Context: an optimization exercise on an open-source flow, tuned for a short achievable clock period and few clock cycles. The choices shown serve that exercise and are no tape-out recipe.
RTL that was checked went through simulation tests only; none was proved equivalent to the original.
The RTL of run 2 was laid out without a check of its function.
Power is estimated from default activity; no workload was simulated.

### design.v
package cpu_isa_pkg;
  typedef enum logic [3:0] {
    NOP  = 4'h0,
    ADD  = 4'h1,
    SUB  = 4'h2,
    AND  = 4'h3,
    OR   = 4'h4,
    XOR  = 4'h5,
    LDI  = 4'h6,
    JMP  = 4'h7,
    JZ   = 4'h8,
    JNZ  = 4'h9,
    LD   = 4'ha,
    ST   = 4'hb,
    HALT = 4'hf
  } opcode_e;
  typedef enum logic [2:0] {
    ALU_ADD = 3'd0,
    ALU_SUB = 3'd1,
    ALU_AND = 3'd2,
    ALU_OR  = 3'd3,
    ALU_XOR = 3'd4,
    ALU_IMM = 3'd5
  } alu_op_e;
  typedef enum logic {
    SRC_ALU = 1'b0,
    SRC_BUS = 1'b1
  } wb_src_e;
  typedef struct packed {
    opcode_e               opcode;
    logic [4-1:0] rd;
    logic [4-1:0] ra;
    logic [4-1:0] rb;
  } instr_t;
  typedef struct packed {
    logic    reg_we;
    wb_src_e wb_src;
    alu_op_e alu_op;
    logic    flag_load;
    logic    fetch_en;
    logic    branch_take;
    logic    bus_start;
    logic    bus_we;
  } ctrl_t;
endpackage
package cpu_bus_pkg;
  typedef struct packed {
    logic                  cyc;
    logic                  stb;
    logic                  we;
    logic [16-1:0] adr;
    logic [16-1:0] dat;
  } wb_req_t;
  typedef struct packed {
    logic                   ack;
    logic [16-1:0] dat;
  } wb_rsp_t;
endpackage
module cpu_fetch
(
  input  logic                 clk,
  input  logic                 reset,
  input  logic                 hold,
  input  logic                 redirect,
  input  logic [10-1:0] redirect_pc,
  input  logic                 take,
  input  logic [10-1:0] target,
  output logic [10-1:0] pc,
  output logic [10-1:0] pc_inc
);
  logic [10-1:0] pc_nxt;
  assign pc_inc = pc + 1'b1;
  always_comb
  begin
    if (redirect)
      pc_nxt = redirect_pc;
    else if (take)
      pc_nxt = target;
    else
      pc_nxt = pc_inc;
  end
  always_ff @(posedge clk or posedge reset)
  begin
    if (reset)
      pc <= '0;
    else if (!hold)
      pc <= pc_nxt;
  end
endmodule
module cpu_regfile
(
  input  logic                   clk,
  input  logic                   reset,
  input  logic                   we,
  input  logic [4-1:0]  wa,
  input  logic [16-1:0] wdata,
  input  logic [(1 << 4)-1:1]   sel1,
  input  logic [(1 << 4)-1:1]   sel2,
  output logic [16-1:0] rd1,
  output logic [16-1:0] rd2
);
  localparam int NREGS = 1 << 4;
  logic [16-1:0] regs [1:NREGS-1];
  always_ff @(posedge clk or posedge reset)
  begin
    if (reset)
    begin
      for (int i = 1; i < NREGS; i++)
        regs[i] <= '0;
    end
    else
    begin
      for (int i = 1; i < NREGS; i++)
        if (we && wa == i)
          regs[i] <= wdata;
    end
  end
  always_comb
  begin
    rd1 = '0;
    rd2 = '0;
    for (int i = 1; i < NREGS; i++)
    begin
      rd1 = rd1 | (regs[i] & {16{sel1[i]}});
      rd2 = rd2 | (regs[i] & {16{sel2[i]}});
    end
  end
endmodule
module cpu_alu
(
  input  logic [4:0]             op,
  input  logic                   inv,
  input  logic                   d_inv,
  input  logic [16-1:0] a,
  input  logic [16-1:0] b,
  input  logic [16-1:0] ld,
  output logic [16-1:0] y,
  output logic [16-1:0] y_inv
);
  localparam int W = 16;
  logic [W-1:0] p;
  logic [W-1:0] g;
  logic [W-1:0] gg [0:4];
  logic [W-1:0] pp [0:4];
  logic [W-1:0] c;
  logic [W-1:0] lg;
  assign p = a ^ b;
  assign g = a & b;
  assign gg[0] = g;
  assign pp[0] = p;
  for (genvar l = 0; l < 4; l++)
  begin : g_lvl
    for (genvar i = 0; i < W; i++)
    begin : g_bit
      if (i >= (1 << l))
      begin : g_comb
        assign gg[l+1][i] = gg[l][i] | (pp[l][i] & gg[l][i-(1<<l)]);
        assign pp[l+1][i] = pp[l][i] & pp[l][i-(1<<l)];
      end
      else
      begin : g_pass
        assign gg[l+1][i] = gg[l][i];
        assign pp[l+1][i] = pp[l][i];
      end
    end
  end
  assign c = {gg[4][W-2:0], 1'b0};
  always_comb
  begin
    lg = '0;
    if (op[1])
      lg = a & b;
    if (op[2])
      lg = a | b;
    if (op[3])
      lg = p;
    if (op[4])
      lg = ld;
  end
  assign y     = op[0] ? ((p ^ {W{inv}}) ^ c) : lg;
  assign y_inv = op[0] ? ((p ^ {W{inv ^ d_inv}}) ^ c) : (lg ^ {W{d_inv}});
endmodule
module cpu_io_master
(
  input  logic                   clk,
  input  logic                   reset,
  input  logic                   start,
  input  logic                   load,
  input  logic                   start_we,
  input  logic [16-1:0]  adr,
  input  logic [16-1:0] wdata,
  input  logic                   wb_ack_i,
  output logic                   wb_cyc_o,
  output logic                   wb_stb_o,
  output logic                   wb_we_o,
  output logic [16-1:0]  wb_adr_o,
  output logic [16-1:0] wb_dat_o,
  output logic                   stall
);
  logic                   cyc_q;
  logic                   we_q;
  logic [16-1:0]  adr_q;
  logic [16-1:0] dat_q;
  assign stall = cyc_q && !wb_ack_i;
  always_ff @(posedge clk or posedge reset)
  begin
    if (reset)
      cyc_q <= 1'b0;
    else if (!stall)
      cyc_q <= start;
  end
  always_ff @(posedge clk)
  begin
    if (!stall && load)
    begin
      we_q  <= start_we;
      adr_q <= adr;
      dat_q <= wdata;
    end
  end
  assign wb_cyc_o = cyc_q;
  assign wb_stb_o = cyc_q;
  assign wb_we_o  = we_q;
  assign wb_adr_o = adr_q;
  assign wb_dat_o = dat_q;
endmodule
module cpu_control
(
  input  logic                    clk,
  input  logic                    reset,
  input  logic [16-1:0] instr_word,
  input  logic [10-1:0]    pc_inc,
  input  logic                    stall,
  output logic                    hold,
  input  logic                    w_zero,
  input  logic                    w_eqb,
  input  logic                    e_zero,
  input  logic                    e_exact,
  output logic                    f_take,
  output logic                    redirect,
  output logic [10-1:0]    redirect_pc,
  output logic [16-1:0] ir_o,
  output logic                    d_ldi,
  output logic                    d_sub,
  output logic [4:0]              d_op,
  output logic                    d_eqz,
  output logic [(1 << 4)-1:1]    d_sa,
  output logic [(1 << 4)-1:1]    d_sb,
  output logic                    d_fe_a,
  output logic                    d_fe_b,
  output logic                    d_fw_a,
  output logic                    d_fw_b,
  output logic                    bus_start,
  output logic                    bus_load,
  output logic                    bus_we,
  output logic [4:0]              e_op,
  output logic                    e_inv,
  output logic                    e_we,
  output logic [4-1:0]   e_rd,
  output logic                    halted
);
  cpu_isa_pkg::instr_t f_ins;
  cpu_isa_pkg::instr_t ir;
  assign f_ins = instr_word;
  assign ir_o  = ir;
  logic                 v_d;
  logic                 pred_d;
  logic [10-1:0] pcp1_d;
  logic                 e_sf;
  logic                 e_br;
  logic                 e_jz;
  logic                 e_pred;
  logic [10-1:0] e_tgt;
  logic [10-1:0] e_pcp1;
  logic                 w_sf;
  logic [11:0]          e_fld;
  logic [11:0]          w_fld;
  logic                 w_sub;
  logic [(1 << 4)-1:1] lp_eq;
  logic                 lp_zero;
  logic                 flag_q;
  logic                 flag_w;
  logic                 flag_e;
  logic d_alu;
  logic d_ld;
  logic d_st;
  logic d_halt;
  logic d_jz;
  logic d_jnz;
  logic d_cond;
  logic d_sf;
  logic d_we;
  logic d_known;
  logic d_take;
  logic red_d;
  logic e_take;
  logic red_e;
  logic d_go;
  logic f_jmp;
  logic f_jz;
  logic f_jnz;
  logic f_ldi;
  assign flag_w = w_sf ? w_zero : flag_q;
  assign d_ldi  = (ir.opcode == cpu_isa_pkg::LDI);
  assign d_ld   = (ir.opcode == cpu_isa_pkg::LD);
  assign d_st   = (ir.opcode == cpu_isa_pkg::ST);
  assign d_halt = (ir.opcode == cpu_isa_pkg::HALT);
  assign d_cond = v_d && (d_jz || d_jnz);
  assign d_sf   = v_d && d_alu;
  assign d_we   = v_d && (d_alu || d_ldi || d_ld) && (ir.rd != '0);
  assign d_eqz = d_sub || (ir.opcode == cpu_isa_pkg::XOR);
  assign d_op = {ir.opcode == cpu_isa_pkg::XOR, ir.opcode == cpu_isa_pkg::OR,
                 ir.opcode == cpu_isa_pkg::AND, d_sub, ir.opcode == cpu_isa_pkg::ADD};
  assign e_take = e_jz ? w_zero : !w_zero;
  assign red_e  = e_br && (e_take != e_pred);
  assign flag_e = e_sf ? e_zero : flag_w;
  assign d_known = !e_sf || e_exact;
  assign d_take  = d_jz ? flag_e : !flag_e;
  assign red_d   = d_cond && d_known && (d_take != pred_d);
  assign d_go    = v_d && !red_e;
  assign redirect    = red_e || red_d;
  assign redirect_pc = red_e ? (e_take ? e_tgt : e_pcp1) :
                       (d_take ? ir[10-1:0] : pcp1_d);
  assign f_jmp   = (f_ins.opcode == cpu_isa_pkg::JMP);
  assign f_jz    = (f_ins.opcode == cpu_isa_pkg::JZ);
  assign f_jnz   = (f_ins.opcode == cpu_isa_pkg::JNZ);
  assign f_ldi   = (f_ins.opcode == cpu_isa_pkg::LDI);
  logic f_zero;
  logic f_lp_hit;
  logic f_lp_zero;
  always_comb
  begin
    f_lp_zero = 1'b0;
    for (int i = 1; i < (1 << 4); i++)
      if (f_ins.rd == i)
        f_lp_zero = lp_eq[i];
    f_lp_hit = (f_ins.opcode == cpu_isa_pkg::SUB) && (f_ins.ra == f_ins.rd);
  end
  logic f_alu;
  assign f_alu = (f_ins.opcode == cpu_isa_pkg::ADD) || (f_ins.opcode == cpu_isa_pkg::SUB) ||
                 (f_ins.opcode == cpu_isa_pkg::AND) || (f_ins.opcode == cpu_isa_pkg::OR)  ||
                 (f_ins.opcode == cpu_isa_pkg::XOR);
  always_ff @(posedge clk or posedge reset)
  begin
    if (reset)
    begin
      d_alu   <= 1'b0;
      d_sub   <= 1'b0;
      d_jz    <= 1'b0;
      d_jnz   <= 1'b0;
      lp_zero <= 1'b0;
    end
    else if (!hold)
    begin
      d_alu   <= f_alu;
      d_sub   <= (f_ins.opcode == cpu_isa_pkg::SUB);
      d_jz    <= f_jz;
      d_jnz   <= f_jnz;
      lp_zero <= f_lp_hit && f_lp_zero;
    end
  end
  assign f_zero = d_sf ? lp_zero : (d_known && flag_e);
  assign f_take  = f_jmp || (f_jz && f_zero) || (f_jnz && !f_zero);
  logic dhold;
  assign dhold = v_d && (d_ld || d_st) && e_sf && ((d_st && d_fe_a) || d_fe_b);
  assign hold  = stall || dhold;
  assign bus_start = d_go && (d_ld || d_st) && !dhold;
  assign bus_load  = v_d && (d_ld || d_st) && !dhold;
  assign bus_we    = d_st;
  always_ff @(posedge clk)
  begin
    if (!hold)
    begin
      for (int i = 1; i < (1 << 4); i++)
      begin
        d_sa[i] <= (f_ins.ra == i);
        d_sb[i] <= (f_ins.rb == i);
      end
      d_fe_a <= d_we && (ir.rd == f_ins.ra) && !f_ldi;
      d_fe_b <= d_we && (ir.rd == f_ins.rb) && !f_ldi;
      d_fw_a <= e_we && (e_rd == f_ins.ra);
      d_fw_b <= e_we && (e_rd == f_ins.rb);
    end
    else if (dhold)
    begin
      d_fe_a <= 1'b0;
      d_fe_b <= 1'b0;
      d_fw_a <= d_fe_a;
      d_fw_b <= d_fe_b;
    end
  end
  always_ff @(posedge clk or posedge reset)
  begin
    if (reset)
    begin
      v_d    <= 1'b0;
      ir     <= '0;
      pred_d <= 1'b0;
      pcp1_d <= '0;
      e_we   <= 1'b0;
      e_sf   <= 1'b0;
      e_br   <= 1'b0;
      halted <= 1'b0;
    end
    else
    begin
      if (!hold)
      begin
        v_d    <= !(redirect || (v_d && d_halt) || halted);
        ir     <= f_ins;
        pred_d <= f_take;
        pcp1_d <= pc_inc;
      end
      if (!stall)
      begin
        e_we   <= d_we && !red_e && !dhold;
        e_sf   <= d_sf && !red_e;
        e_br   <= d_cond && !d_known && !red_e;
        halted <= halted || (d_go && d_halt);
      end
    end
  end
  always_ff @(posedge clk)
  begin
    if (!stall)
    begin
      e_op   <= {d_ld, ir.opcode == cpu_isa_pkg::XOR, ir.opcode == cpu_isa_pkg::OR,
                 ir.opcode == cpu_isa_pkg::AND,
                 ir.opcode == cpu_isa_pkg::ADD || d_sub || d_ldi};
      e_inv  <= d_sub;
      e_rd   <= ir.rd;
      e_fld  <= ir[11:0];
      e_jz   <= d_jz;
      e_pred <= pred_d;
      e_tgt  <= ir[10-1:0];
      e_pcp1 <= pcp1_d;
    end
  end
  always_ff @(posedge clk)
    w_fld <= e_fld;
  always_ff @(posedge clk or posedge reset)
  begin
    if (reset)
      lp_eq <= '0;
    else if (w_sub && w_fld[7:4] == w_fld[11:8])
      for (int i = 1; i < (1 << 4); i++)
        if (w_fld[11:8] == i)
          lp_eq[i] <= w_eqb;
  end
  always_ff @(posedge clk or posedge reset)
  begin
    if (reset)
    begin
      w_sf   <= 1'b0;
      flag_q <= 1'b0;
      w_sub  <= 1'b0;
    end
    else
    begin
      w_sf  <= e_sf;
      w_sub <= e_sf && e_inv;
      if (w_sf)
        flag_q <= w_zero;
    end
  end
endmodule
module cpu_top
(
  input  logic                   clk,
  input  logic                   reset,
  input  logic [16-1:0] instr_word,
  output logic [10-1:0]   iaddr,
  input  logic                   wb_ack_i,
  input  logic [16-1:0] wb_dat_i,
  output logic                   wb_cyc_o,
  output logic                   wb_stb_o,
  output logic                   wb_we_o,
  output logic [16-1:0]  wb_adr_o,
  output logic [16-1:0] wb_dat_o,
  output logic                   halted
);
  cpu_isa_pkg::instr_t    ir;
  logic [10-1:0]   pc_inc;
  logic                   stall;
  logic                   hold;
  logic [16-1:0] e_y_bus;
  logic [16-1:0] dat_n;
  logic [16-1:0] adr_n;
  logic [7:0]             w_nz;
  logic                   f_take;
  logic                   redirect;
  logic [10-1:0]   redirect_pc;
  logic                   d_ldi;
  logic                   d_sub;
  logic                   bus_start;
  logic                   bus_load;
  logic                   bus_we;
  logic [4:0]             e_op;
  logic                   e_inv;
  logic                   e_we;
  logic [4-1:0]  e_rd;
  logic                   w_zero;
  logic [4:0]             d_op;
  logic [16-1:0] zt_d;
  logic [16-1:0] zt_q;
  logic                   zx_q;
  logic                   e_zero;
  logic                   d_eqz;
  logic [16-1:0] e_y;
  logic [16-1:0] e_y_inv;
  logic                   w_we;
  logic [4-1:0]  w_rd;
  logic [16-1:0] w_y;
  logic [16-1:0] w_b;
  logic [16-1:0] rf_a;
  logic [16-1:0] rf_b;
  logic [16-1:0] ea;
  logic [16-1:0] eb;
  logic                   fe_a;
  logic                   fe_b;
  logic [16-1:0] a_n;
  logic [16-1:0] b_n;
  logic [16-1:0] a_q;
  logic [16-1:0] b_q;
  logic [(1 << 4)-1:1]   d_sa;
  logic [(1 << 4)-1:1]   d_sb;
  logic                   d_fe_a;
  logic                   d_fe_b;
  logic                   d_fw_a;
  logic                   d_fw_b;
  cpu_fetch u_fetch (
    .clk         (clk),
    .reset       (reset),
    .hold        (hold),
    .redirect    (redirect),
    .redirect_pc (redirect_pc),
    .take        (f_take),
    .target      (instr_word[10-1:0]),
    .pc          (iaddr),
    .pc_inc      (pc_inc)
  );
  cpu_control u_control (
    .clk         (clk),
    .reset       (reset),
    .instr_word  (instr_word),
    .pc_inc      (pc_inc),
    .stall       (stall),
    .hold        (hold),
    .w_zero      (w_zero),
    .w_eqb       (w_y == w_b),
    .e_zero      (e_zero),
    .e_exact     (zx_q),
    .f_take      (f_take),
    .redirect    (redirect),
    .redirect_pc (redirect_pc),
    .ir_o        (ir),
    .d_ldi       (d_ldi),
    .d_sub       (d_sub),
    .d_op        (d_op),
    .d_eqz       (d_eqz),
    .bus_start   (bus_start),
    .bus_load    (bus_load),
    .bus_we      (bus_we),
    .d_sa        (d_sa),
    .d_sb        (d_sb),
    .d_fe_a      (d_fe_a),
    .d_fe_b      (d_fe_b),
    .d_fw_a      (d_fw_a),
    .d_fw_b      (d_fw_b),
    .e_op        (e_op),
    .e_inv       (e_inv),
    .e_we        (e_we),
    .e_rd        (e_rd),
    .halted      (halted)
  );
  always_ff @(posedge clk or posedge reset)
  begin
    if (reset)
      w_we <= 1'b0;
    else
      w_we <= e_we && !stall;
  end
  always_ff @(posedge clk)
  begin
    w_rd <= e_rd;
    w_y  <= e_y;
    for (int k = 0; k < 8; k++)
      w_nz[k] <= e_y[2*k] || e_y[2*k+1];
    w_b  <= b_q;
  end
  assign e_zero = &zt_q;
  assign w_zero = (w_nz == '0);
  cpu_regfile u_regfile (
    .clk   (clk),
    .reset (reset),
    .we    (w_we),
    .wa    (w_rd),
    .wdata (w_y),
    .sel1  (d_sa),
    .sel2  (d_sb),
    .rd1   (rf_a),
    .rd2   (rf_b)
  );
  always_comb
  begin
    ea = (w_we && d_fw_a) ? w_y : rf_a;
    eb = (w_we && d_fw_b) ? w_y : rf_b;
    if (d_ldi)
    begin
      ea = '0;
      eb = {{(16-8){ir.ra[3]}}, ir.ra, ir.rb};
    end
  end
  assign fe_a = d_fe_a;
  assign fe_b = d_fe_b;
  assign zt_d = ~(ea ^ eb);
  assign a_n = fe_a ? e_y_inv : (ea ^ {16{d_sub}});
  assign b_n = fe_b ? e_y : eb;
  assign e_y_bus = e_op[4] ? wb_dat_i : b_q;
  assign dat_n   = fe_a ? e_y_bus : ea;
  assign adr_n   = fe_b ? e_y_bus : eb;
  always_ff @(posedge clk)
  begin
    a_q  <= a_n;
    b_q  <= b_n;
    zt_q <= zt_d;
    zx_q <= !(fe_a || fe_b) && d_eqz;
  end
  cpu_alu u_alu (
    .op    (e_op),
    .inv   (e_inv),
    .d_inv (d_sub),
    .a     (a_q),
    .b     (b_q),
    .ld    (wb_dat_i),
    .y     (e_y),
    .y_inv (e_y_inv)
  );
  cpu_io_master u_io_master (
    .clk      (clk),
    .reset    (reset),
    .start    (bus_start),
    .load     (bus_load),
    .start_we (bus_we),
    .adr      (adr_n),
    .wdata    (dat_n),
    .wb_ack_i (wb_ack_i),
    .wb_cyc_o (wb_cyc_o),
    .wb_stb_o (wb_stb_o),
    .wb_we_o  (wb_we_o),
    .wb_adr_o (wb_adr_o),
    .wb_dat_o (wb_dat_o),
    .stall    (stall)
  );
endmodule
### constraint.sdc
create_clock -name core_clock -period 7.0 [get_ports {clk}]
set_input_delay 1.4000 -clock core_clock [delete_from_list [all_inputs] [get_ports {clk}]]
set_output_delay 1.4000 -clock core_clock [all_outputs]
set_load 0.01 [all_outputs]
### config.mk
export PLATFORM = sky130hd
export DESIGN_NAME = cpu_top
export DESIGN_NICKNAME = cpu_top
export VERILOG_FILES = /design/flow/design.v
export SDC_FILE = /design/flow/constraint.sdc
export NUM_CORES = 4
export LEC_CHECK = 0
export ABC_CLOCK_PERIOD_IN_PS = 2000
export CAP_MARGIN = 20
export CORE_MARGIN = 2
export CORE_UTILIZATION = 40
export SETUP_SLACK_MARGIN = 5
export SLEW_MARGIN = 20
export TNS_END_PERCENT = 100
### run.sh
#!/bin/bash
# synth_recipe.tcl (not shown) runs the flow's synth.tcl, then flattens the netlist and writes it again
# the make line also repeats each setting of config.mk as NAME=value (left out here)
make -C /OpenROAD-flow-scripts/flow DESIGN_CONFIG=/design/flow/config.mk WORK_HOME=/design/flow/orfs CLKGATE_MAP_FILE= SYNTH_SCRIPT=/design/flow/synth_recipe.tcl finish
==> impl_results.md, run 1 <==
- Worst Path Required: 5.60 ns
- Most frequent cells in the layout: dfrtp_1, mux2_2, buf_4
- Max Fanout on Critical Path: 2
- CTS H-tree lvls: 2
- Die footprint: 0.0632 mm2
- Largest net degree at the start of global routing: 85
- Avg Synthesized Cell Area: 11.2 um2
- Post-synth EDFFs: 97
- Pwr/cell area: 371 mW/mm2
- Internal power: 0.00800 W
- 1st-iter DRT viols: 2395
- Die width: 251 um
- Total Routing Usage GR: 0.280
- Startpoint types: flip-flop
- WL/cell: 28.4 um
- Total area of sequential cells: 0.0126 mm2
- FILL cells: 4838
- Final instance area: 0.0334 mm2
- RSZ-0062 raised after global routing: yes
- Crit path time final: 2.60 ns
- Initial antenna violation count: 0
- Met3 WL: 10.4 mm
- Vias: 20600
- Sw power: 0.00437 W
- Final HPWL from detailed placement: 49.2 mm
- Relative slew margins: 0.590
- Grt ovf: 0
- Final Worst Setup Slack: 4.40 ns
- Main synth FF type: dfrtp_1
- Initial Util: 0.405
- Least-Margin Pin Slew: 0.615 ns
- Sequential fraction of the synthesis area: 0.512
- Routed met1 length: 37.3 mm
- Setup_tns: 0 ns
- CTS Buffer Depth: 3
- Clock power frac: 0.249
- Distinct cells, synth: 78
- GPL Wtd Cong: 0.870
- Area of the multi-input gates: 0.0131 mm2
- Nets: 2557
- Antenna diodes: 0
- Vias per cell: 6.22
- Layout cells sized above 1: 0.471
- Vias in the first global route: 20300
- Clock slew at reported path FFs: 0.06 ns
- Worst slack, placed: 2.00 ns
- Post-synth ARST share: 0.613
- Uppermost layer routed: met4
- Status: no timing/DRC/antenna violations
- Commonest non-fill, non-tap cell in the layout: dfrtp_1
- VDD IR max: 227 uV
- Synthesized flop and latch total: 501
- Later-pin clock latency in the skew report: 0.63 ns
- CTS tree: yes
- Hold-fix buffers, CTS: 0
- ANT nets after route: 0
- Setup violators final: 0
- Syn Inst Count: 2181
- Max Cap Viol: 0
- Worst path bufs/invs: 1
- Yosys warns: 9
- Worst hold-check path type: reg -> reg
- DRT Wirelength: 94.1 mm
- Residual DRC: 0
- Syn nets: 2249
- Die height: 251 um
- Slowest cell on the critical path: dfrtp_2
- Slew Viols, Final: 0
- Crit path max-delay family: flip-flops
- Root Driver: clkbuf_16
- First-pass GRT wire length: 133 mm
- Seq pwr share: 0.388
- Total CTS buffers: 54
- Non-filler instance count after layout: 3316
- Worst Path Arrival: 1.20 ns
- Crit-path max cell delay: 0.44 ns
- Crit end category: primary output
- Tcrit/Tclk final: 0.372
- Cell area after synthesis: 0.0245 mm2
- Combinational share of power: 0.363
- Fmax: 385 MHz
- # clock sinks: 501
- Clk_skew: 0.0293 ns
- Layout area overhead: 36.3%
- # port buffers: 80
- Sw Ratio: 0.353
- Router iterations before antenna repair: 6
- Endpoints failing hold: 0
- Wire length on met2: 41.2 mm
- Placed cell areas: 0.0266 mm2
- Core area: 0.0605 mm2
- Site Rows: 90
- Crit Path Class: reg -> out
- Final hold slack: 0.371 ns
- Placed cell count: 2906
- Leakage: 14.5 nW
- Worst path cell trace: buf_6
- I/O pin total: 81
## power by group through the flow
stage	clock network (W)	registers, W	logic, W
floorplan	0	0.00431	0.00234
global placement	0	0.00472	0.00294
detailed placement	0	0.00475	0.00301
CTS	0.00310	0.00470	0.00395
global route	0.00323	0.00488	0.00471
finish	0.00308	0.00480	0.00449
## metrics by stage
step / util / power (W)
finish: 0.552 / 0.0124
global route: 0.552 / 0.0128
CTS: 0.526 / 0.0118
detailed placement: 0.440 / 0.00776
global placement: 0.440 / 0.00767
floorplan: - / 0.00666
## repair_timing
item | CTS | global route
resized for setup | 598 | 178
pin swaps | 156 | 128
endpoints found under the setup margin | 759 | 494
cloned | 13 | 6
setup buffers | 202 | 88
endpoints found under the hold margin | 0 | 0
## synth_stat cells (13+ instances only)
cell / number / area [um2]
xor2_1: 26 / 228
mux2i_1: 39 / 390
nand3_1: 20 / 100
nor3_1: 28 / 140
xnor2_1: 67 / 587
dfrtp_1: 307 / 7680
and2_1: 15 / 93.8
dfxtp_1: 97 / 1940
nand2b_1: 15 / 93.8
mux2_2: 288 / 3240
o21ai_0: 69 / 345
a21o_1: 14 / 105
buf_1: 15 / 56.3
and3_1: 14 / 87.6
o221a_2: 13 / 146
a22oi_1: 121 / 908
o211ai_1: 15 / 113
nand4_1: 60 / 375
edfxtp_1: 97 / 2910
inv_1: 64 / 240
a22o_1: 52 / 455
nor2_1: 73 / 274
a21oi_1: 41 / 205
clkbuf_1: 164 / 616
ha_1: 33 / 413
nand2_1: 220 / 826
a221oi_1: 51 / 447
## layout make-up
| class | count | share of cell area |
|---|---|---|
| clock buffer | 75 | 0.0459 |
| clock inverter | 26 | 0.0109 |
| inverter | 66 | 0.00900 |
| multi-input combinational | 1433 | 0.392 |
| sequential | 501 | 0.378 |
| tap | 782 | 0.0293 |
| timing repair buffer | 430 | 0.134 |
| timing repair inverter | 3 | 0.000713 |
## sequential cells by signal (all words and copies together) (netlist names), 12 cells and up
register and flops:
u_regfile.regs 240, a_q 16, b_q 16, u_control.ir 16, u_io_master.adr_q 16, u_io_master.dat_q 16
w_b 16, w_y 16, zt_q 16, u_control.d_sa 15, u_control.d_sb 15, u_control.lp_eq 15
u_control.e_fld 12
## worst paths after layout
check	start	end	slack, ns	depth (start not counted)
setup / recovery	u_fetch.pc[3]	iaddr[3]	4.40	1
hold / removal	b_q[4]	w_b[4]	0.37	0
setup reg to reg	w_nz[0]	u_fetch.pc[9]	4.42	9
hold reg to reg	b_q[4]	w_b[4]	0.37	0
max in group asynchronous	reset	u_regfile.regs[13][9]	5.22	6
min in group asynchronous	reset	w_we	0.99	3
## logic make-up (layout without fill, tap and decap cells)
family	count (synthesis)	count (layout)	share of synthesized area
buf+inv	252	600	0.0398
simple gates	491	495	0.0951
xor+xnor	96	96	0.0362
mux	331	331	0.152
compound gates	477	478	0.148
flops	501	501	0.512
fa+ha+maj	33	33	0.0169
## metal layers
metal	vias to the layer above	GRT usage
met3	338	0.0749
met2	1250	0.426
met5	-	0
met4	0	0.138
met1	10400	0.370
li1	8662	-
Testbench counts, summed over its fixed seeds: cycles 41,263.
==> run 2: changes to the inputs <==
--- a/design.v
+++ b/design.v
@@ -61,30 +61,26 @@
   input  logic                 clk,
   input  logic                 reset,
   input  logic                 hold,
-  input  logic                 redirect,
-  input  logic [10-1:0] redirect_pc,
-  input  logic                 take,
+  input  logic                 flag,
+  input  logic [1:0]           redirect,
+  input  logic [10-1:0] redirect_pc0,
+  input  logic [10-1:0] redirect_pc1,
+  input  logic [1:0]           take,
   input  logic [10-1:0] target,
   output logic [10-1:0] pc,
   output logic [10-1:0] pc_inc
 );
-  logic [10-1:0] pc_nxt;
+  logic [10-1:0] pc_nxt0;
+  logic [10-1:0] pc_nxt1;
   assign pc_inc = pc + 1'b1;
-  always_comb
-  begin
-    if (redirect)
-      pc_nxt = redirect_pc;
-    else if (take)
-      pc_nxt = target;
-    else
-      pc_nxt = pc_inc;
-  end
+  assign pc_nxt0 = redirect[0] ? redirect_pc0 : (take[0] ? target : pc_inc);
+  assign pc_nxt1 = redirect[1] ? redirect_pc1 : (take[1] ? target : pc_inc);
   always_ff @(posedge clk or posedge reset)
   begin
     if (reset)
       pc <= '0;
     else if (!hold)
-      pc <= pc_nxt;
+      pc <= flag ? pc_nxt1 : pc_nxt0;
   end
 endmodule
 module cpu_regfile
@@ -231,7 +227,6 @@
   input  logic [16-1:0] instr_word,
   input  logic [10-1:0]    pc_inc,
   input  logic                    stall,
-  output logic                    hold,
   input  logic                    w_zero,
   input  logic                    w_eqb,
   input  logic                    e_zero,
@@ -239,6 +234,10 @@
   output logic                    f_take,
   output logic                    redirect,
   output logic [10-1:0]    redirect_pc,
+  output logic [1:0]              f_take_z,
+  output logic [1:0]              redirect_z,
+  output logic [10-1:0]    redirect_pc0,
+  output logic [10-1:0]    redirect_pc1,
   output logic [16-1:0] ir_o,
   output logic                    d_ldi,
   output logic                    d_sub,
@@ -350,7 +349,7 @@
       d_jnz   <= 1'b0;
       lp_zero <= 1'b0;
     end
-    else if (!hold)
+    else if (!stall)
     begin
       d_alu   <= f_alu;
       d_sub   <= (f_ins.opcode == cpu_isa_pkg::SUB);
@@ -361,15 +360,40 @@
   end
   assign f_zero = d_sf ? lp_zero : (d_known && flag_e);
   assign f_take  = f_jmp || (f_jz && f_zero) || (f_jnz && !f_zero);
-  logic dhold;
-  assign dhold = v_d && (d_ld || d_st) && e_sf && ((d_st && d_fe_a) || d_fe_b);
-  assign hold  = stall || dhold;
-  assign bus_start = d_go && (d_ld || d_st) && !dhold;
-  assign bus_load  = v_d && (d_ld || d_st) && !dhold;
+  logic                 zb;
+  logic                 fw;
+  logic                 fe;
+  logic                 fz;
+  logic                 et;
+  logic                 dt;
+  logic                 re;
+  logic                 rd;
+  logic [10-1:0] rpc [0:1];
+  always_comb
+  begin
+    for (int z = 0; z < 2; z++)
+    begin
+      zb = (z == 1);
+      fw = w_sf ? zb : flag_q;
+      fe = e_sf ? e_zero : fw;
+      et = e_jz ? zb : !zb;
+      re = e_br && (et != e_pred);
+      dt = d_jz ? fe : !fe;
+      rd = d_cond && d_known && (dt != pred_d);
+      fz = d_sf ? lp_zero : (d_known && fe);
+      f_take_z[z]   = f_jmp || (f_jz && fz) || (f_jnz && !fz);
+      redirect_z[z] = re || rd;
+      rpc[z]        = re ? (et ? e_tgt : e_pcp1) : (dt ? ir[10-1:0] : pcp1_d);
+    end
+    redirect_pc0 = rpc[0];
+    redirect_pc1 = rpc[1];
+  end
+  assign bus_start = d_go && (d_ld || d_st);
+  assign bus_load  = v_d && (d_ld || d_st);
   assign bus_we    = d_st;
   always_ff @(posedge clk)
   begin
-    if (!hold)
+    if (!stall)
     begin
       for (int i = 1; i < (1 << 4); i++)
       begin
@@ -381,13 +405,6 @@
       d_fw_a <= e_we && (e_rd == f_ins.ra);
       d_fw_b <= e_we && (e_rd == f_ins.rb);
     end
-    else if (dhold)
-    begin
-      d_fe_a <= 1'b0;
-      d_fe_b <= 1'b0;
-      d_fw_a <= d_fe_a;
-      d_fw_b <= d_fe_b;
-    end
   end
   always_ff @(posedge clk or posedge reset)
   begin
@@ -402,22 +419,16 @@
       e_br   <= 1'b0;
       halted <= 1'b0;
     end
-    else
+    else if (!stall)
     begin
-      if (!hold)
-      begin
-        v_d    <= !(redirect || (v_d && d_halt) || halted);
-        ir     <= f_ins;
-        pred_d <= f_take;
-        pcp1_d <= pc_inc;
-      end
-      if (!stall)
-      begin
-        e_we   <= d_we && !red_e && !dhold;
-        e_sf   <= d_sf && !red_e;
-        e_br   <= d_cond && !d_known && !red_e;
-        halted <= halted || (d_go && d_halt);
-      end
+      v_d    <= !(redirect || (v_d && d_halt) || halted);
+      ir     <= f_ins;
+      pred_d <= f_take;
+      pcp1_d <= pc_inc;
+      e_we   <= d_we && !red_e;
+      e_sf   <= d_sf && !red_e;
+      e_br   <= d_cond && !d_known && !red_e;
+      halted <= halted || (d_go && d_halt);
     end
   end
   always_ff @(posedge clk)
@@ -482,14 +493,13 @@
   cpu_isa_pkg::instr_t    ir;
   logic [10-1:0]   pc_inc;
   logic                   stall;
-  logic                   hold;
-  logic [16-1:0] e_y_bus;
-  logic [16-1:0] dat_n;
-  logic [16-1:0] adr_n;
-  logic [7:0]             w_nz;
   logic                   f_take;
   logic                   redirect;
   logic [10-1:0]   redirect_pc;
+  logic [1:0]             f_take_z;
+  logic [1:0]             redirect_z;
+  logic [10-1:0]   redirect_pc0;
+  logic [10-1:0]   redirect_pc1;
   logic                   d_ldi;
   logic                   d_sub;
   logic                   bus_start;
@@ -531,10 +541,12 @@
   cpu_fetch u_fetch (
     .clk         (clk),
     .reset       (reset),
-    .hold        (hold),
-    .redirect    (redirect),
-    .redirect_pc (redirect_pc),
-    .take        (f_take),
+    .hold        (stall),
+    .flag        (w_zero),
+    .redirect    (redirect_z),
+    .redirect_pc0(redirect_pc0),
+    .redirect_pc1(redirect_pc1),
+    .take        (f_take_z),
     .target      (instr_word[10-1:0]),
     .pc          (iaddr),
     .pc_inc      (pc_inc)
@@ -545,7 +557,6 @@
     .instr_word  (instr_word),
     .pc_inc      (pc_inc),
     .stall       (stall),
-    .hold        (hold),
     .w_zero      (w_zero),
     .w_eqb       (w_y == w_b),
     .e_zero      (e_zero),
@@ -553,6 +564,10 @@
     .f_take      (f_take),
     .redirect    (redirect),
     .redirect_pc (redirect_pc),
+    .f_take_z    (f_take_z),
+    .redirect_z  (redirect_z),
+    .redirect_pc0(redirect_pc0),
+    .redirect_pc1(redirect_pc1),
     .ir_o        (ir),
     .d_ldi       (d_ldi),
     .d_sub       (d_sub),
@@ -584,12 +599,10 @@
   begin
     w_rd <= e_rd;
     w_y  <= e_y;
-    for (int k = 0; k < 8; k++)
-      w_nz[k] <= e_y[2*k] || e_y[2*k+1];
     w_b  <= b_q;
   end
   assign e_zero = &zt_q;
-  assign w_zero = (w_nz == '0);
+  assign w_zero = (w_y == '0);
   cpu_regfile u_regfile (
     .clk   (clk),
     .reset (reset),
@@ -616,9 +629,6 @@
   assign zt_d = ~(ea ^ eb);
   assign a_n = fe_a ? e_y_inv : (ea ^ {16{d_sub}});
   assign b_n = fe_b ? e_y : eb;
-  assign e_y_bus = e_op[4] ? wb_dat_i : b_q;
-  assign dat_n   = fe_a ? e_y_bus : ea;
-  assign adr_n   = fe_b ? e_y_bus : eb;
   always_ff @(posedge clk)
   begin
     a_q  <= a_n;
@@ -642,8 +652,8 @@
     .start    (bus_start),
     .load     (bus_load),
     .start_we (bus_we),
-    .adr      (adr_n),
-    .wdata    (dat_n),
+    .adr      (b_n),
+    .wdata    (a_n),
     .wb_ack_i (wb_ack_i),
     .wb_cyc_o (wb_cyc_o),
     .wb_stb_o (wb_stb_o),
==> run 2 against run 1 <==
Non-clock buffer count shrank 69. Clock skew grew 0.0044 ns. Die area grew 0.16%. Critical path depth is the same. Setup slack lost 0.13 ns. Clock power shrank 11%. First-iteration DRC count grew 0.71%. Global-route usage shrank 0.49 points. Hold slack gained 0.0037 ns. Largest power group is now combinational cells.
==> impl_results.md, run 2 <==
- Status: no timing/DRC/antenna violations
- Post-synth top area share: 0.313
- Antenna diodes: 0
- Distinct cells, synth: 72
- Commonest non-fill, non-tap cell in the layout: dfrtp_1
- Post-synthesis simple-gate area fraction: 0.104
- CTS tree: yes
- Sequential fraction of the synthesis area: 0.505
- Hold Crit Start: b_q[9]
- Die footprint: 0.0633 mm2
- Post-synthesis adder-cell area fraction: 0.0168
- # port buffers: 80
- Max Fanout on Critical Path: 1
- Fmax: 366 MHz
- Tcrit/Tclk final: 0.391
- Post-synth ARST share: 0.623
- Core area: 0.0605 mm2
- 1st-iter DRT viols: 2412
- Mux cell area share after synthesis: 0.161
- Max reg flops: 240
- Worst path cell trace: buf_2
- Later-pin clock latency in the skew report: 0.63 ns
- First-pass GRT wire length: 131 mm
- Min-Delay Endpoint: w_b[9]
- Die width: 252 um
- Layout area overhead: 29.6%
- Worst Hold Path Cells: 0
- Leakage: 13.5 nW
- Worst R2R Path Depth: 8
- Slew Viols, Final: 0
- Synthesized flop and latch total: 493
- Endpoints failing hold: 0
- Ranking of synthesized cells by area: dfrtp_1, mux2_2, edfxtp_1
- Relative slew margins: 0.546
- Initial Util: 0.405
- ANT nets after route: 0
- Syn nets: 2275
- Vias in the first global route: 20500
- DRT Wirelength: 90.0 mm
- Initial antenna violation count: 0
- # clock sinks: 493
- Worst path bufs/invs: 1
- Least-Margin Pin Slew: 0.682 ns
- Worst r2r src: zt_q[1]
- R2R Path End: u_fetch.pc[2]
- Largest net degree at the start of global routing: 71
- Final hold slack: 0.375 ns
- Synth Area in Compound Gates: 0.142
- Nets: 2502
- Area leader, netlist: dfrtp_1
- Avg Synthesized Cell Area: 11.1 um2
- Residual DRC: 0
- Pwr/cell area: 385 mW/mm2
- Layout cells sized above 1: 0.397
- Total Routing Usage GR: 0.275
- Most frequent cells in the layout: dfrtp_1, mux2_2, buf_4
- Worst hold-check path type: reg -> reg
- Root Driver: clkbuf_16
- Main synth FF type: dfrtp_1
- Largest family of logic cells by synthesized area: multiplexers
- CTS Buffer Depth: 3
- Crit path max-delay family: flip-flops
- Worst Path Required: 5.60 ns
- Count leader, synth: dfrtp_1
- Die height: 252 um
- Setup_tns: 0 ns
- Final HPWL from detailed placement: 49.9 mm
- Crit-path max cell delay: 0.51 ns
- Router iterations before antenna repair: 8
- I/O pin total: 81
- FILL cells: 5046
- WL/cell: 27.7 um
- Site Rows: 90
- Cell area after synthesis: 0.0245 mm2
- Slowest cell on the critical path: edfxtp_1
- Crit Path Class: reg -> out
- Largest Register: u_regfile.regs
- Total CTS buffers: 53
- Max Cap Viol: 0
- FF-to-FF setup slack: 4.36 ns
- Clock slew at reported path FFs: 0.07 ns
- Crit end category: primary output
- VDD IR max: 238 uV
- RSZ-0062 raised after global routing: yes
- Vias per cell: 6.37
- Grt ovf: 0
- Startpoint types: flip-flop
- Worst Path Arrival: 1.33 ns
- GPL Wtd Cong: 0.871
- Clk_skew: 0.0337 ns
- Vias: 20700
- CTS H-tree lvls: 2
- Yosys warns: 10
- Post-synthesis xor/xnor area fraction: 0.0332
- Post-synth EDFFs: 97
- Commonest cells post-synth: dfrtp_1, mux2_2, nand2_1, clkbuf_1, a22oi_1
- Syn Inst Count: 2207
- Crit path time final: 2.73 ns
- Setup violators final: 0
==> run 2: changes by cell type after synthesis, moves of 8 or more <==
cell | previous run | this run
a211oi_1 | 3 | 26
a21o_1 | 14 | 5
a22o_1 | 52 | 44
a22oi_1 | 121 | 129
dfxtp_1 | 97 | 89
inv_1 | 64 | 47
mux2_2 | 288 | 272
mux2i_1 | 39 | 83
nand2_1 | 220 | 175
nor2_1 | 73 | 125
nor2b_1 | 11 | 27
nor4_1 | 4 | 12
o21ai_0 | 69 | 43
o21ba_2 | 9 | 0
==> run 2: kinds of logic after synthesis <==
| logic type | after synthesis |
|---|---|
| buf+inv | 239 |
| flops | 493 |
| xor+xnor | 92 |
| fa+ha+maj | 33 |
| mux | 358 |
| compound gates | 461 |
| simple gates | 531 |
==> run 2: metrics by stage <==
stage	total power [W]	instance area [um2]	utilization	std cells	setup slack [ns]
3_3_place_gp	0.00801	26400	0.437	2935	3.06
2_1_floorplan	0.00688	25100	-	2207	1.52
5_1_grt	0.0127	31800	0.526	3255	4.26
6_report	0.0122	31800	0.526	3255	4.27
4_1_cts	0.0117	30600	0.507	3197	4.25
3_5_place_dp	0.00810	26400	0.437	2935	2.99
==> run 2: worst max path at each step <==
stage	start	endpoint	slack, ns	cells after the start
floorplan	reset	u_control.d_alu	1.52	1
global placement	wb_ack_i	u_fetch.pc[8]	3.06	8
detailed placement	instr_word[14]	u_fetch.pc[2]	2.99	8
CTS	u_io_master.adr_q[12]	wb_adr_o[12]	4.25	1
global route	u_io_master.adr_q[12]	wb_adr_o[12]	4.26	1
finish	u_io_master.adr_q[12]	wb_adr_o[12]	4.27	1
==> run 2: worst register-to-register path, delay by kind of cell (launching register included) <==
family                 cells  cell delay (ns)
AOI/OAI and AO/OA          4             0.99
buffers and inverters      1             0.15
DFF                        1             0.32
and+or+nand+nor            3             1.10
==> run 2: final cells by class <==
class	instances	area, um2	share of cell area
multi-input combinational	1475	12900	0.405
timing repair buffer	361	3590	0.113
clock buffer	79	1540	0.0484
timing repair inverter	2	16.3	0.000512
inverter	48	213	0.00669
clock inverter	15	108	0.00339
sequential	493	12500	0.393
tap	782	978	0.0308
==> run 2: routing by layer <==
layer | global-route usage | vias up | wire length (um)
met5 | 0 | - | 0
met4 | 0.135 | 0 | 4700
met3 | 0.0663 | 324 | 9180
met2 | 0.417 | 1269 | 39500
met1 | 0.369 | 10500 | 36700
li1 | - | 8662 | -
==> run 2: power by group <==
part           leakage [nW]  internal [W]  switching (W)
clock network         0.810       0.00152        0.00121
registers              5.88       0.00389       0.000765
logic                  6.81       0.00228        0.00258
==> run 2: what timing repair did <==
action	4_1_cts	5_1_grt
hold buffers	0	0
pin swaps	88	79
setup endpoints to repair	624	499
hold endpoints to repair	0	0
gates resized for setup	544	148
buffers inserted	160	52
cloned	8	6

[separate check: timing with driven ports]
The results above use ideal ports. As a check the final layouts listed here were re-extracted and re-timed, cells and wires unchanged. Step 1 assumes that a clkbuf_16 drives the clock port and a buf_2 every other input. Step 2 also shifts input and output timing later by t, the mid clock arrival at the registers, as if the neighbouring blocks saw the same clock. Three values: ideal, step 1, step 2; two values: the first two.
run | t, ns | slack for setup (ns) | worst hold slack (ns)
run 1 | 0.676 | 4.399 / 4.343 / 3.897 | 0.371 / 0.371 / 0.371
run 2 | 0.672 | 4.266 / 4.205 / 3.787 | 0.375 / 0.375 / 0.375
After both steps setup and hold are still met in every run listed. The setup slack of run 1, which loses most, moves by -0.056 ns with the drivers and by -0.502 ns with both steps.
